Source: an optimization exercise on an open RTL-to-GDS flow (aim: small area, a short achievable clock period and few clock cycles per item). Production flows keep margins and buffers that such runs may drop.
In this exercise RTL edits were held to simulation tests only and were not proved equivalent to the original.

// sad_disparity_core
module sad_disparity_core #(
    parameter int CAMERA_HSIZE   = 100,
    parameter int CAMERA_VSIZE   = 100,
    parameter int PIXEL_WIDTH    = 8,
    parameter int MAX_DISP       = 16,
    parameter int WIN_SIZE       = 5,
    parameter int BUF_ADDR_WIDTH = 32,
    parameter int DISP_WIDTH     = 4,
    localparam int COST_WIDTH    = PIXEL_WIDTH + $clog2(WIN_SIZE) + 1
) (
    input  logic                      clk,
    input  logic                      rst_n,
    input  logic                      frame_start,
    output logic [BUF_ADDR_WIDTH-1:0] buf_raddr,
    output logic                      buf_rready,
    input  logic                      buf_rvalid,
    input  logic [PIXEL_WIDTH-1:0]    buf_rdata_l,
    input  logic [PIXEL_WIDTH-1:0]    buf_rdata_r,
    output logic [DISP_WIDTH-1:0]     disp_out,
    output logic                      disp_valid,
    input  logic                      disp_ready,
    output logic                      sad_done
);
    localparam int PW      = PIXEL_WIDTH;
    localparam int NUM_PIX = CAMERA_HSIZE * CAMERA_VSIZE;
    localparam int AW      = $clog2(NUM_PIX);
    localparam int XW      = $clog2(CAMERA_HSIZE);
  ...
Size: ~570 flip-flops, ~0.040 sq mm of cells after synthesis.
export LEC_CHECK = 0
export CAP_MARGIN = 20
export CORE_MARGIN = 2
export CORE_UTILIZATION = 60
export CTS_CLUSTER_DIAMETER = 70
export CTS_CLUSTER_SIZE = 24
export SLEW_MARGIN = 20
create_clock -name core_clock -period 30.0 [get_ports {clk}]
standard.sh (not shown) runs the stock make flow with config.mk's settings and CLKGATE_MAP_FILE= SYNTH_SCRIPT=/design/flow/synth_recipe.tcl, a recipe that flattens the netlist after the stock synthesis.
==> flow/flow/run.sh <==
#!/bin/bash
# The standard layout (standard.sh, all ORFS steps unchanged) with one difference:
# the buffers that global placement puts on every input and output port are
# sky130_fd_sc_hd__buf_4 instead of the delay cell buffer_ports picks by default.
# make's full output goes to standard.log; each ORFS step keeps its own log under orfs/logs.
set -euo pipefail
export BUFFER_PORTS_ARGS="-buffer_cell sky130_fd_sc_hd__buf_4"
bash standard.sh > standard.log 2>&1
Testbench counts at the start, summed over its fixed seeds: cycles 120,164, pixels 120,000.
Change:
--- a/flow/config.mk
+++ b/flow/config.mk
@@ -8,5 +8,5 @@
 export CAP_MARGIN = 20
 export CORE_MARGIN = 2
-export CORE_UTILIZATION = 60
+export CORE_UTILIZATION = 40
 export CTS_CLUSTER_DIAMETER = 70
 export CTS_CLUSTER_SIZE = 24
The new run produced a clean layout.
Routed wire length came out lower slightly.
Worst setup slack gets worse by 0.021 ns.
Design area goes up slightly.
First-iteration DRC count went down by about a fifth.
Final cell count goes up by roughly a tenth.
Maximum frequency hardly moves.
Non-clock buffer count does not change.
Sequential cell count is unchanged.
Change:
==> flow/flow/run.sh (replaced) <==
#!/bin/bash
# The standard layout (standard.sh, all ORFS steps unchanged) with one difference:
# the buffers that global placement puts on every input and output port are
# sky130_fd_sc_hd__buf_2 instead of the delay cell buffer_ports picks by default.
# make's full output goes to standard.log; each ORFS step keeps its own log under orfs/logs.
set -euo pipefail
export BUFFER_PORTS_ARGS="-buffer_cell sky130_fd_sc_hd__buf_2"
bash standard.sh > standard.log 2>&1
--- a/flow/config.mk
+++ b/flow/config.mk
@@ -8,6 +8,5 @@
 export CAP_MARGIN = 20
 export CORE_MARGIN = 2
-export CORE_UTILIZATION = 40
-export CTS_CLUSTER_DIAMETER = 70
-export CTS_CLUSTER_SIZE = 24
+export CORE_UTILIZATION = 60
+export CTS_BUF_LIST = sky130_fd_sc_hd__clkbuf_8
 export SLEW_MARGIN = 20
Hold slack gets worse by 0.0034 ns; design area shrinks by 0.41%; synthesized cell count does not change; non-clock buffer count does not change; critical path depth is unchanged; worst setup slack gets worse by 0.081 ns.
Change:
--- a/flow/config.mk
+++ b/flow/config.mk
@@ -9,4 +9,5 @@
 export CORE_MARGIN = 2
 export CORE_UTILIZATION = 60
-export CTS_BUF_LIST = sky130_fd_sc_hd__clkbuf_8
+export CTS_CLUSTER_DIAMETER = 70
+export CTS_CLUSTER_SIZE = 24
 export SLEW_MARGIN = 20
=> The changed run finished clean; via count drops by 1.4%; sequential cell count stays the same.

========
== the baseline ==
sad_disparity_core, a different RTL version from the one above (not shown whole).
Size in the first run: roughly 3,600 cells after synthesis, about 60 I/O pins, roughly 0.040 sq mm of cells after synthesis.
## sad_disparity_core
module sad_disparity_core #(
    parameter int CAMERA_HSIZE   = 100,
    parameter int CAMERA_VSIZE   = 100,
    parameter int PIXEL_WIDTH    = 8,
    parameter int MAX_DISP       = 16,
    parameter int WIN_SIZE       = 5,
    parameter int BUF_ADDR_WIDTH = 32,
    parameter int DISP_WIDTH     = 4,
    localparam int COST_WIDTH    = PIXEL_WIDTH + $clog2(WIN_SIZE) + 1
) (
    input  logic                      clk,
    input  logic                      rst_n,
    input  logic                      frame_start,
    output logic [BUF_ADDR_WIDTH-1:0] buf_raddr,
    output logic                      buf_rready,
    input  logic                      buf_rvalid,
    input  logic [PIXEL_WIDTH-1:0]    buf_rdata_l,
    input  logic [PIXEL_WIDTH-1:0]    buf_rdata_r,
    output logic [DISP_WIDTH-1:0]     disp_out,
    output logic                      disp_valid,
    input  logic                      disp_ready,
    output logic                      sad_done
);
    localparam int PW      = PIXEL_WIDTH;
    localparam int NUM_PIX = CAMERA_HSIZE * CAMERA_VSIZE;
    localparam int AW      = $clog2(NUM_PIX);
    localparam int XW      = $clog2(CAMERA_HSIZE);
    localparam int SW      = $clog2(WIN_SIZE * ((1 << PW) - 1) + 1);   
    localparam int NRH     = MAX_DISP + WIN_SIZE;                       
    localparam int NLH     = WIN_SIZE + 1;                              
    localparam int CAP     = 6;                                         
    localparam int FD      = CAP - 1;                                   
    localparam int FPW     = $clog2(FD);
    localparam int FLN     = NRH + 1;                                   
    localparam int FLW     = $clog2(FLN + 1);
    logic [FLW-1:0]   fl_cnt;
    logic             flush;
    logic             running;
    logic             reading;
    logic             rr;
    logic [AW-1:0]    addr;
    logic [AW-1:0]    addr_inc;
    logic             addr_last;
    logic [2:0]       cnt;
    logic             iv;
    logic             dv;            
    logic             done_q;
    assign flush      = (fl_cnt != FLW'(FLN));
    assign buf_rready = rr;
  ...
clock: 30.0 ns
lec_check: 0
cap_margin: 20
core_margin: 2
core_utilization: 60
cts_cluster_diameter: 70
cts_cluster_size: 24
slew_margin: 20
==> flow/flow/run.sh <==
#!/bin/bash
# The standard layout (standard.sh, all ORFS steps unchanged) with two differences:
#  - the buffers that global placement puts on every input and output port are
#    sky130_fd_sc_hd__buf_2 instead of the delay cell buffer_ports picks by default;
#  - clock tree synthesis uses sky130_fd_sc_hd__clkbuf_8, sink clusters of at most 16
#    flip-flops within 60 um, and no dummy loads.
# make's full output goes to standard.log; each ORFS step keeps its own log under orfs/logs.
set -euo pipefail
export BUFFER_PORTS_ARGS="-buffer_cell sky130_fd_sc_hd__buf_2"
export CTS_ARGS="-sink_clustering_enable -repair_clock_nets -sink_clustering_size 16 -sink_clustering_max_diameter 60 -buf_list sky130_fd_sc_hd__clkbuf_8 -dont_use_dummy_load"
bash standard.sh > standard.log 2>&1
Testbench counts of the baseline, summed over its fixed seeds: cycles 120,164, pixels 120,000.
#### Input delta (the candidate over the baseline)
Settings: CTS_CLUSTER_DIAMETER removed (was 70); CTS_CLUSTER_SIZE removed (was 24); CORE_UTILIZATION changed from 60 to 70.
==> flow/flow/run.sh <==
#!/bin/bash
# The standard layout (standard.sh, all ORFS steps unchanged) with two differences:
#  - the buffers that global placement puts on every input and output port are
#    sky130_fd_sc_hd__buf_2 instead of the delay cell buffer_ports picks by default;
#  - clock tree synthesis runs without dummy loads (sink clusters of at most 24 flip-flops within 70 um).
# make's full output goes to standard.log; each ORFS step keeps its own log under orfs/logs.
set -euo pipefail
export BUFFER_PORTS_ARGS="-buffer_cell sky130_fd_sc_hd__buf_2"
export CTS_ARGS="-sink_clustering_enable -repair_clock_nets -sink_clustering_size 24 -sink_clustering_max_diameter 70 -dont_use_dummy_load"
bash standard.sh > standard.log 2>&1
Results
- Per the final summary, the candidate finished and its layout is clean on timing, DRC and antenna.
- Summary of the candidate over the baseline: final clock period utilization by the worst path moved down; total length of routed wires has decreased; clock-buffer cell count -about 25%.

========
== rev 12 ==
sad_disparity_core again, from the RTL that the note above started with.
==> flow/design.v (excerpt) <==
module sad_disparity_core #(
    parameter int CAMERA_HSIZE   = 100,
    parameter int CAMERA_VSIZE   = 100,
    parameter int PIXEL_WIDTH    = 8,
    parameter int MAX_DISP       = 16,
    parameter int WIN_SIZE       = 5,
    parameter int BUF_ADDR_WIDTH = 32,
    parameter int DISP_WIDTH     = 4,
    localparam int COST_WIDTH    = PIXEL_WIDTH + $clog2(WIN_SIZE) + 1
) (
    input  logic                      clk,
    input  logic                      rst_n,
    input  logic                      frame_start,
    output logic [BUF_ADDR_WIDTH-1:0] buf_raddr,
    output logic                      buf_rready,
    input  logic                      buf_rvalid,
    input  logic [PIXEL_WIDTH-1:0]    buf_rdata_l,
    input  logic [PIXEL_WIDTH-1:0]    buf_rdata_r,
    output logic [DISP_WIDTH-1:0]     disp_out,
    output logic                      disp_valid,
    input  logic                      disp_ready,
    output logic                      sad_done
);
export LEC_CHECK = 0
export CAP_MARGIN = 20
export CORE_MARGIN = 2
export CORE_UTILIZATION = 60
export SLEW_MARGIN = 20
create_clock -name core_clock -period 30.0 [get_ports {clk}]
==> flow/flow/run.sh <==
#!/bin/bash
# The standard layout (standard.sh, all ORFS steps unchanged) with two differences:
#  - the buffers that global placement puts on every input and output port are
#    sky130_fd_sc_hd__buf_2 instead of the delay cell buffer_ports picks by default;
#  - clock tree synthesis runs without dummy loads (sink clusters of at most 30 flip-flops within 60 um).
# make's full output goes to standard.log; each ORFS step keeps its own log under orfs/logs.
set -euo pipefail
export BUFFER_PORTS_ARGS="-buffer_cell sky130_fd_sc_hd__buf_2"
export CTS_ARGS="-sink_clustering_enable -repair_clock_nets -sink_clustering_size 30 -sink_clustering_max_diameter 60 -dont_use_dummy_load"
bash standard.sh > standard.log 2>&1
Rev 12 finished every stage and its layout cleared the timing, design-rule and antenna checks.
Testbench counts of rev 12, summed over its fixed seeds: cycles 120,164, pixels 120,000.
Inputs modified between rev 12 and rev 13:
==> flow/flow/run.sh <==
#!/bin/bash
# The standard layout (standard.sh, all ORFS steps unchanged) with one difference:
# the buffers that global placement puts on every input and output port are
# sky130_fd_sc_hd__buf_2 instead of the delay cell buffer_ports picks by default.
# make's full output goes to standard.log; each ORFS step keeps its own log under orfs/logs.
set -euo pipefail
export BUFFER_PORTS_ARGS="-buffer_cell sky130_fd_sc_hd__buf_2"
bash standard.sh > standard.log 2>&1
--- a/flow/config.mk
+++ b/flow/config.mk
@@ -10,0 +11,2 @@
+export CTS_CLUSTER_DIAMETER = 70
+export CTS_CLUSTER_SIZE = 24
Findings:
Rev 13: done, clean on timing, DRC and antenna
Worst setup skew after layout: rev 13 vs rev 12 down 32 ps
From rev 12 to rev 13 the numbers moved as follows: met1 layer wirelength in the final routing shrank by 1.5%, total negative setup slack did not really move, maximum clock rate barely changed.
Rev 12 and rev 13 ended up with nearly the same number of vias in the routed layout.
Design area, rev 12 and rev 13, lower one = rev 12.
In terms of sequential share of layout area, rev 12 and rev 13 differ only marginally.
Compared with rev 12, rev 13 instantiates a larger number of cells.
The share of the clock period used by the worst path was comparable across rev 12 and rev 13.

static timing again, ports no longer ideal:
How much do the figures lean on ideal ports? The routed layouts below were timed once more, with nothing changed but the port constraints. Step 1 sets driving cells, clkbuf_16 on the clock port and buf_2 on the other inputs (assumed; they add their load-dependent delay and slew). Step 2 times the ports against the registers' clock, not the clock port: input delays grow and output delays shrink by t, the midpoint of the rising clock arrivals with the driver on. a / b / c = ideal / step 1 / step 2; a / b = the first two.
run	t (ns)	setup WS [ns]	pins driven straight from the clock port
the first run of note 1	0.677	22.746 / 22.679 / 22.662	1
the second run of note 1	0.698	22.726 / 22.664 / 22.756	1
the third run of note 1	0.768	22.645 / 22.588 / 22.651	1
the fourth run of note 1	0.670	22.750 / 22.682 / 22.665	1
the baseline	0.742	22.688 / 22.622 / 22.627	1
the candidate	0.633	22.768 / 22.703 / 22.685	1
rev 12	0.653	22.767 / 22.701 / 22.655	1
rev 13	0.654	22.771 / 22.704 / 22.634	1
After both steps setup and hold are still met in every run listed. The setup slack of rev 13, which loses most, moves by -0.067 ns with the drivers and by -0.137 ns with both steps.
